This design comes from an exercise in tuning for a short achievable clock period and few clock cycles on the open sky130 flow, not from production work. Function was checked by simulation only, so behaviour that the tests miss may differ from the original.

Setup of yarrow:
## mc_data_path
module mc_data_path #(
    parameter int              PC_W       = 10,
    parameter int              INS_W      = 32,
    parameter int              DATA_W     = 32,
    parameter int              RF_ADDRESS = 5,
    parameter int              DM_ADDRESS = 9,
    parameter int              ALU_CC_W   = 4,
    parameter logic [PC_W-1:0] RESET_PC   = '0
) (
    input  logic                  clk,
    input  logic                  reset,
    input  logic                  reg_write,
    input  logic                  mem2reg,
    input  logic                  alu_src,
    input  logic                  mem_write,
    input  logic                  mem_read,
    input  logic                  branch,
    input  logic [ALU_CC_W-1:0]   alu_cc,
    output logic                  imem_req,
    output logic [PC_W-1:0]       imem_addr,
    input  logic [INS_W-1:0]      imem_rdata,
    input  logic                  imem_valid,
    output logic                  dmem_req,
    output logic                  dmem_we,
    output logic [DM_ADDRESS-1:0] dmem_addr,
    output logic [DATA_W-1:0]     dmem_wdata,
    input  logic [DATA_W-1:0]     dmem_rdata,
    input  logic                  dmem_valid,
    output logic [6:0]            opcode,
    output logic [6:0]            funct7,
    output logic [2:0]            funct3,
    output logic [DATA_W-1:0]     alu_result,
    output logic [PC_W-1:0]       pc,
    output logic                  retire
);
For scale: about 190 I/O pins.
==> flow/config.mk <==
export PLATFORM = sky130hd
export DESIGN_NAME = mc_data_path
export DESIGN_NICKNAME = mc_data_path
export VERILOG_FILES = /design/flow/design.v
export SDC_FILE = /design/flow/constraint.sdc
export NUM_CORES = 4
export LEC_CHECK = 0
export CAP_MARGIN = 20
export CORE_MARGIN = 2
export CORE_UTILIZATION = 40
export SLEW_MARGIN = 20
==> flow/constraint.sdc <==
create_clock -name core_clock -period 9.0 [get_ports {clk}]
set_input_delay 1.8000 -clock core_clock [delete_from_list [all_inputs] [get_ports {clk}]]
set_output_delay 1.8000 -clock core_clock [all_outputs]
set_load 0.01 [all_outputs]
run.sh (not shown) runs the stock make flow with config.mk's settings and CLKGATE_MAP_FILE= SYNTH_SCRIPT=/design/flow/synth_recipe.tcl, a recipe that flattens the netlist after the stock synthesis.
Per the final summary, yarrow finished and its layout is clean on timing, DRC and antenna.
Testbench counts of yarrow, summed over its fixed seeds: cycles 30,344.
Input-level comparison between harbor and yarrow:
- TNS_END_PERCENT newly set to 100
- SETUP_SLACK_MARGIN newly set to 3.5
==> comparison <==
Looking only at net count reported at finish, and setting everything else aside, the lower value of harbor and yarrow goes to yarrow. Sort harbor and yarrow by portion of the layout cell area used by non-clock buffers asc -> top: yarrow. Compared to yarrow, the router laid down more metal wire for harbor. Against yarrow, the final cell area of harbor is higher. Going from yarrow to harbor, count of routing violations after the opening detailed-route iteration shrinks by about 6%. In harbor, the worst max-slew margin expressed relative to the limit came out 2.8 points above the value in yarrow. Per the comparison of harbor with yarrow, share of the clock period used by the worst path went down by 19 points; met3 demand-to-capacity share in global routing went up.

* * *

v59:
mc_data_path, a different RTL version from the one above (not shown whole).
Size: ~3,100 flip-flops, about 0.16 mm² of cells after synthesis.
make LEC_CHECK=0 CAP_MARGIN=40 CORE_MARGIN=2 CORE_UTILIZATION=30 SETUP_SLACK_MARGIN=5 SLEW_MARGIN=40 TNS_END_PERCENT=40 finish   # period 9.0 ns
Every stage of v59 finished as expected; the final checks, on the other hand, flagged max-capacitance violations, max-slew violations, which means the layout fails.
Testbench counts of v59, summed over its fixed seeds: cycles 31,585.
Edits applied to the flow inputs when going from v59 to v32:
- TNS_END_PERCENT now 100, was 40
- CORE_UTILIZATION now 40, was 30
==> notes.md <==
- Of v32 and v59, only v32 fails to reach the end of the flow.
- v32 did not make it past 5_1_grt, where a tool error ended it.
- Every stage of v59 finished as expected; the final checks, on the other hand, flagged max-capacitance violations, max-slew violations, which means the layout fails.
- v32 against v59: share of cell area taken by muxes after synthesis held steady; number of buffers inserted to repair setup after CTS grew by 613; synthesized net count held steady.
## Diff of input files: v39 against v32
- CORE_UTILIZATION changed from 40 to 30
- TNS_END_PERCENT changed from 100 to 20
- SETUP_SLACK_MARGIN changed from 5 to 4
Notes after the runs:
- v39: full flow OK, the timing, DRC and antenna checks passed
- Comparing v39 against v32, there is no change at all in number of levels the H-tree was split into.
- As far as number of instances in the synthesized netlist goes, v32 and v39 are indistinguishable; the numbers are identical.
- Between v39 and v32, the number of buffers created by CTS is lower for v32.
- Between v39 and v32, the difference in number of flip-flops and latches in the synthesized netlist is negligible.
- Post-place instance area: v39 > v32
- v39 vs v32 — post-CTS repair timing setup buffer count dropped by more than half
- Summary — initial cell density of the core, v39 relative to v32: lower, by 10 points.
- There was hardly any difference in multiplexer fraction of the synthesized cell area between v39 and v32.
- Relative to v32, the number of cells in the design after placement of v39 is higher by 8.9%.
- Re number of distinct library cells after synthesis: no difference whatsoever between v32 and v39.
- Looking at setup slack at placement, v39 sits 0.0037 ns above v32.

* * *

## before
Another version of the RTL of mc_data_path (not shown whole).
For scale: about 11,000 cells after synthesis, ~190 I/O pins.
clock: 9.0 ns
lec_check: 0
cap_margin: 40
core_margin: 2
core_utilization: 30
setup_slack_margin: 4
slew_margin: 40
tns_end_percent: 20
The final layout from before, which completed every stage, passed the timing, DRC and antenna checks at the end of the flow.
Testbench counts of before, summed over its fixed seeds: cycles 30,344.
#### Input delta (after over before)
--- a/flow/config.mk
+++ b/flow/config.mk
@@ -9,5 +9,5 @@
 export CORE_MARGIN = 2
-export CORE_UTILIZATION = 30
-export SETUP_SLACK_MARGIN = 4
+export CORE_UTILIZATION = 40
+export SETUP_SLACK_MARGIN = 5
 export SLEW_MARGIN = 40
-export TNS_END_PERCENT = 20
+export TNS_END_PERCENT = 100
--- outcome ---
after completed; timing, DRC and antenna clean. Delta(maximum number of buffers from clock root to sink, after - before) < 0. Diff before -> after: design area higher; total iterations of the first detailed-routing run dropped 3; clock tree cell share of total cell area now smaller; area occupied by multi-input gates increased by about 12% relative to the old numbers. Number of well taps, before and after, lower one = after. Against before, number of standard cells in the final layout excluding fillers in after fell slightly. Looking at slowest cell on the critical path, the mux4_2 result is from before; the a21oi_4 one comes from after.

[port drivers added, routing unchanged]
Ports are ideal in the flow. The routed layouts listed here were re-timed in OpenROAD.
Step 1 (the two cells are an assumption about what drives the block):
set clk [get_ports {clk}]
set_driving_cell -lib_cell sky130_fd_sc_hd__clkbuf_16 $clk
set_driving_cell -lib_cell sky130_fd_sc_hd__buf_2 [delete_from_list [all_inputs] $clk]
Step 2 also shifts input and output timing later by t, the mid clock arrival at the registers, as if the neighbouring blocks saw the same clock.
a / b / c = ideal / step 1 / step 2; a / b = the first two.
run | shift t [ns] | setup slack, ns | pins driven straight from the clock port
yarrow | 0.913 | 0.506 / 0.411 / 0.769 | 1
harbor | 0.936 | 2.251 / 2.145 / 2.142 | 1
v59 | 1.236 | 3.279 / 3.136 / 2.111 | 1
v39 | 1.163 | 3.260 / 3.170 / 2.007 | 1
before | 1.028 | 2.902 / 2.542 / 1.785 | 1
after | 1.008 | 2.859 / 2.558 / 1.764 | 1
The setup slack of v39, which loses most, moves by -0.090 ns with the drivers and by -1.253 ns with both steps.
